Context: an optimization exercise on an open-source flow, tuned for small area. The choices shown serve that exercise and are no tape-out recipe. Only simulation tests tie the RTL to the original design; equivalence was not proved. Power and IR drop assume default switching activity.

**flow/design.v**
```verilog
package regfile_pkg;
    localparam int RF_DWIDTH    = 32;
    localparam int RF_DEPTH     = 32;
    localparam int RF_NRD       = 2;
    localparam int RF_ZERO_ADDR = 0;
    function automatic int rf_addr_width(input int depth);
        if (depth > 1) rf_addr_width = $clog2(depth);
        else           rf_addr_width = 1;
    endfunction
endpackage
module regfile_scoreboard
#(
    parameter int DEPTH = regfile_pkg::RF_DEPTH,
    parameter int NRD   = regfile_pkg::RF_NRD,
    localparam int AW   = regfile_pkg::rf_addr_width(DEPTH)
) (
    input  logic            clk,
    input  logic            rst,
    input  logic            rsv_en,
    input  logic [AW-1:0]   rsv_addr,
    input  logic            clr0_en,
    input  logic [AW-1:0]   clr0_addr,
    input  logic            clr1_en,
    input  logic [AW-1:0]   clr1_addr,
    input  logic [NRD*AW-1:0] ra,
    output logic [NRD-1:0]  busy
);
    logic [DEPTH-1:0] pending_r;
    logic [DEPTH-1:0] pending_nxt_s;
    always_comb begin
        pending_nxt_s = pending_r;
        for (int i = 0; i < DEPTH; i++) begin
            if (i == regfile_pkg::RF_ZERO_ADDR) begin
                pending_nxt_s[i] = 1'b0;
            end else begin
                pending_nxt_s[i] = (rsv_en && (rsv_addr == AW'(i))) ||
                                   (pending_r[i] &&
                                    !(clr0_en && (clr0_addr == AW'(i))) &&
                                    !(clr1_en && (clr1_addr == AW'(i))));
            end
        end
    end
    always_ff @(posedge clk) begin
        if (rst) begin
            pending_r <= {DEPTH{1'b0}};
        end else begin
            pending_r <= pending_nxt_s;
        end
    end
    always_comb begin
        busy = {NRD{1'b0}};
        for (int i = 0; i < NRD; i++) begin
            busy[i] = pending_r[ra[i*AW +: AW]];
        end
    end
endmodule
module regfile_mp
#(
    parameter int DWIDTH = regfile_pkg::RF_DWIDTH,
    parameter int DEPTH  = regfile_pkg::RF_DEPTH,
    parameter int NRD    = regfile_pkg::RF_NRD,
    localparam int AW    = regfile_pkg::rf_addr_width(DEPTH)
) (
    input  logic                  clk,
    input  logic                  rst,
    input  logic [NRD*AW-1:0]     ra,
    output logic [NRD*DWIDTH-1:0] rd,
    output logic [NRD-1:0]        rd_busy,
    input  logic                  we0,
    input  logic [AW-1:0]         wa0,
    input  logic [DWIDTH-1:0]     wd0,
    input  logic                  we1,
    input  logic [AW-1:0]         wa1,
    input  logic [DWIDTH-1:0]     wd1,
    input  logic                  rsv_en,
    input  logic [AW-1:0]         rsv_addr
);
    localparam logic [AW-1:0] ZERO_A = AW'(regfile_pkg::RF_ZERO_ADDR);
    (* ram_style = "distributed" *) logic [DWIDTH-1:0] regs_r [DEPTH];
    logic           wr0_s;
    logic           wr1_s;
    logic           rsv_s;
    logic [NRD-1:0] sb_busy_s;
    assign wr0_s = we0 && (wa0 != ZERO_A);
    assign wr1_s = we1 && (wa1 != ZERO_A);
    assign rsv_s = rsv_en && (rsv_addr != ZERO_A);
    always_ff @(posedge clk) begin
        if (rst) begin
            for (int i = 0; i < DEPTH; i++) begin
                regs_r[i] <= {DWIDTH{1'b0}};
            end
        end else begin
            if (wr0_s) begin
                regs_r[wa0] <= wd0;
            end
            if (wr1_s) begin
                regs_r[wa1] <= wd1;
            end
        end
    end
    regfile_scoreboard #(
        .DEPTH (DEPTH),
        .NRD   (NRD)
    ) u_scoreboard (
        .clk       (clk),
        .rst       (rst),
        .rsv_en    (rsv_s),
        .rsv_addr  (rsv_addr),
        .clr0_en   (wr0_s),
        .clr0_addr (wa0),
        .clr1_en   (wr1_s),
        .clr1_addr (wa1),
        .ra        (ra),
        .busy      (sb_busy_s)
    );
    always_comb begin
        rd      = {(NRD*DWIDTH){1'b0}};
        rd_busy = sb_busy_s;
        for (int i = 0; i < NRD; i++) begin
            if (ra[i*AW +: AW] == ZERO_A) begin
                rd[i*DWIDTH +: DWIDTH] = {DWIDTH{1'b0}};
            end
            else begin
                rd[i*DWIDTH +: DWIDTH] = regs_r[ra[i*AW +: AW]];
            end
        end
    end
endmodule
```
**flow/run.sh**
```bash
#!/bin/bash
# synth_recipe.tcl (not shown) runs the flow's synth.tcl, then flattens the netlist and writes it again
# the make line also repeats each setting of config.mk as NAME=value (left out here)
make -C /OpenROAD-flow-scripts/flow DESIGN_CONFIG=/design/flow/config.mk WORK_HOME=/design/flow/orfs CLKGATE_MAP_FILE= SYNTH_SCRIPT=/design/flow/synth_recipe.tcl finish
```
**flow/config.mk**
```make
export PLATFORM = sky130hd
export DESIGN_NAME = regfile_mp
export DESIGN_NICKNAME = regfile_mp
export VERILOG_FILES = /design/flow/design.v
export SDC_FILE = /design/flow/constraint.sdc
export NUM_CORES = 4
export LEC_CHECK = 0
export CAP_MARGIN = 20
export CORE_MARGIN = 2
export CORE_UTILIZATION = 40
export SLEW_MARGIN = 20
```
**flow/constraint.sdc**
```tcl
create_clock -name core_clock -period 6.0 [get_ports {clk}]
set_input_delay 1.2000 -clock core_clock [delete_from_list [all_inputs] [get_ports {clk}]]
set_output_delay 1.2000 -clock core_clock [all_outputs]
set_load 0.01 [all_outputs]
```
==> impl_metrics.env <==
export IMPL_final_antenna_net_count=0
export IMPL_count_of_placed_standard_cells_including_taps=6134
export IMPL_synth_flop_cell="sky130_fd_sc_hd__edfxtp_1"
export IMPL_achievable_frequency_mhz=172
export IMPL_post_route_min_period_ns=5.81
export IMPL_dp_final_hpwl_mm=155
export IMPL_run_status="timing/DRC/antenna clean"
export IMPL_flow_area_growth_from_synthesis_pct=14.2
export IMPL_timing_final_max_slew_violations=0
export IMPL_critPathArrivalTime_ns=4.61
export IMPL_netlist_top_cell_by_area="sky130_fd_sc_hd__edfxtp_1"
export IMPL_die_y_um=393
export IMPL_fp_dieArea_um2=154000
export IMPL_grt_use_total_pct=34.3
export IMPL_clock_insertion_delay_worst_skew_ns=0.76
export IMPL_timing_final_crit_share_pct=96.9
export IMPL_die_width_um=393
export IMPL_ioPinCount=160
export IMPL_globalplace_congestion=0.915
export IMPL_global_route_wire_length_before_repair_mm=365
export IMPL_drt_pass1_iter_count=8
export IMPL_postSynthCellCount=4308
export IMPL_stdcell_count=6358
export IMPL_critical_path_required_ns=4.80
export IMPL_cts_htree_levels=3
export IMPL_hold_viol_final=0
export IMPL_yosys_register_bits=1055
export IMPL_cts_inserted_buffers=114
export IMPL_synth_yosys_seq_area_share_pct=51.8
export IMPL_min_delay_path_class="reg2reg"
export IMPL_post_synth_top_area_share_pct=50.8
export IMPL_drt_iter0_markers=7920
export IMPL_synth_edff_count=1024
export IMPL_worst_slack_setup_final_ns=0.189
export IMPL_power_uw=18600
export IMPL_routedWlPerCell_um=42.4
export IMPL_netlist_top_cells_count="sky130_fd_sc_hd__edfxtp_1 (1024), sky130_fd_sc_hd__a22o_1 (996), sky130_fd_sc_hd__clkbuf_1 (500)"
export IMPL_maxSlewHeadroom_pct=16.6
export IMPL_cp_launch_type="input port"
export IMPL_route_vias_total=47465
export IMPL_numClockSinks=1055
export IMPL_synth_yosys_warnings=2
export IMPL_cts_post_setup_buffers_inserted=0
export IMPL_finish_net_count=4328
export IMPL_pwr_cell_area_nw_per_um2=269
export IMPL_layout_filler_cells=13113
export IMPL_critical_path_endpoint_type="primary output"
export IMPL_synth_cell_area_um2=60500
export IMPL_fin_setup_tns_ns=0
export IMPL_placement_rows=142
export IMPL_grt_setup_unrepaired="false"
export IMPL_vdd_ir_max_uv=266
export IMPL_cts_hold_buffers=0
export IMPL_ys_async_sr_fraction_pct=0
export IMPL_grt_start_max_net_pins=89
export IMPL_wl_mm=270
export IMPL_post_cts_resize_count=0
export IMPL_ctsLongestPathBuffers=3
export IMPL_drt_drc_violations_left=0
export IMPL_post_synth_top_count_cell="sky130_fd_sc_hd__edfxtp_1"
export IMPL_syn_avg_cell_area_um2=14.0
export IMPL_ys_top_cells_by_area="sky130_fd_sc_hd__edfxtp_1 (51%), sky130_fd_sc_hd__a22o_1 (14%), sky130_fd_sc_hd__mux4_2 (14%), sky130_fd_sc_hd__mux2i_1 (6.4%), sky130_fd_sc_hd__clkbuf_1 (3.1%)"
export IMPL_cts_tree="yes"
export IMPL_timing_worst_slew_pin_value_ns=1.25
export IMPL_io_buffers=159
export IMPL_p_leak_uw=0.0236
export IMPL_via_per_inst=7.47
export IMPL_layout_core_utilization_pct=46.1
export IMPL_clk_transition_reported_paths_ns=0.06
export IMPL_floorplan_initialDensity_pct=40.4
export IMPL_finClkSkew_ns=0
export IMPL_worst_setup_path_type="in2out"
export IMPL_max_cap_violations=0
export IMPL_cts_root_buffer="sky130_fd_sc_hd__clkbuf_16"
export IMPL_synth_distinct_cells=43
export IMPL_leftover_overflow_at_the_end_of_global_routing=0
export IMPL_worstPathMaxFanout=35
export IMPL_final_layout_size_suffix_gt1_share_pct=24.8
export IMPL_coreArea_um2=150000
export IMPL_setup_violating_endpoint_count_in_the_final_report=0
export IMPL_grt_antenna_before_repair=15
export IMPL_place_worst_setup_slack_ns=0.223
export IMPL_first_global_vias=45599
==> logic make-up after synthesis <==
| logic type | share of synthesized area (%) |
|---|---|
| mux | 22.2 |
| other cells | 0.00620 |
| simple gates | 3.46 |
| buf+inv | 4.35 |
| flops | 51.8 |
| compound gates | 18.1 |
==> critical path, stage by stage <==
cell and delay (ns):
sky130_fd_sc_hd__buf_8 0.38, sky130_fd_sc_hd__buf_12 0.34, sky130_fd_sc_hd__buf_4 0.29, sky130_fd_sc_hd__mux2i_1 0.27, sky130_fd_sc_hd__a221oi_1 0.89, sky130_fd_sc_hd__a32oi_1 0.21, sky130_fd_sc_hd__o221ai_1 0.30, sky130_fd_sc_hd__clkdlybuf4s50_1 0.61
==> per-stage QoR <==
stage / cell area (um2) / hold WS [ns]
6_report: 69100 / 0.480
5_1_grt: 69100 / 0.496
4_1_cts: 69200 / 0.472
3_5_place_dp: 65600 / 0.464
3_3_place_gp: 65600 / 0.450
2_1_floorplan: 60600 / 0.439
==> final timing paths <==
path,from,to,slack (ns),cells past startpoint
worst max-delay path,ra[0],rd[30],0.19,8
worst min-delay path,u_scoreboard.pending_r[19],u_scoreboard.pending_r[19],0.48,2
worst max register to register,u_scoreboard.pending_r[20],u_scoreboard.pending_r[20],5.24,2
worst min register to register,u_scoreboard.pending_r[19],u_scoreboard.pending_r[19],0.48,2
==> final cells by class <==
| cell class | count | area (um2) | area share [%] |
|---|---|---|---|
| Sequential cell | 1055 | 31400 | 45.4 |
| Multi-Input combinational cell | 2625 | 27600 | 39.9 |
| Timing Repair Buffer | 406 | 3900 | 5.64 |
| Clock inverter | 74 | 631 | 0.912 |
| Tap cell | 2016 | 2520 | 3.65 |
| Clock buffer | 142 | 2980 | 4.31 |
| Inverter | 32 | 120 | 0.174 |
| Antenna cell | 8 | 20.0 | 0.0290 |
==> registers in the layout, summed over array words and instances, names as in the netlist <==
signal	flops
regs_r	1024
u_scoreboard.pending_r	31
==> placed cells by master (no fill, tap or decap), types with 88 or more instances in the layout <==
cell                                 n
sky130_fd_sc_hd__mux2_2            121
sky130_fd_sc_hd__clkdlybuf4s50_1   114
sky130_fd_sc_hd__nand2_1           114
sky130_fd_sc_hd__mux4_2            365
sky130_fd_sc_hd__nand3_1            88
sky130_fd_sc_hd__mux2i_1           387
sky130_fd_sc_hd__clkbuf_16         115
sky130_fd_sc_hd__edfxtp_1         1024
sky130_fd_sc_hd__buf_4             199
sky130_fd_sc_hd__a22o_1            996
sky130_fd_sc_hd__a22oi_1           154
==> routing by layer <==
| layer | routed length (um) | vias up | track usage, % |
|---|---|---|---|
| li1 | - | 17815 | - |
| met1 | 96500 | 24291 | 44.2 |
| met2 | 116000 | 4329 | 49.7 |
| met3 | 38900 | 1014 | 11.9 |
| met4 | 18600 | 16 | 20.5 |
| met5 | 135 | - | 0.191 |
==> power by group <==
part / total [uW] / switching (uW) / leakage, uW / internal (uW)
sequential: 8790 / 241 / 0.0101 / 8550
clock: 7020 / 3160 / 0.00176 / 3860
combinational: 2810 / 1690 / 0.0118 / 1110
total: 18600 / 5100 / 0.0236 / 13500

## static timing again, ports no longer ideal
No port has a modelled driver above. Below, the same layout with a new extraction and two added sets of constraints.
Step 1, drivers: a clkbuf_16 drives clk and a buf_2 each remaining input, both assumed.
Step 2 also shifts input and output timing later by t, the mid clock arrival at the registers, as if the neighbouring blocks saw the same clock.
Three values: no drivers, after step 1, after step 2; two values: the first two.
t (ns): 0.843
slack for setup (ns): 0.189 / 0.140 / 0.140
worst hold slack (ns): 0.480 / 0.480 / 0.480
pins driven straight from the clock port: 1
After both steps this run still meets setup and hold. The setup slack of this run moves by -0.049 ns with the drivers and by -0.049 ns with both steps.
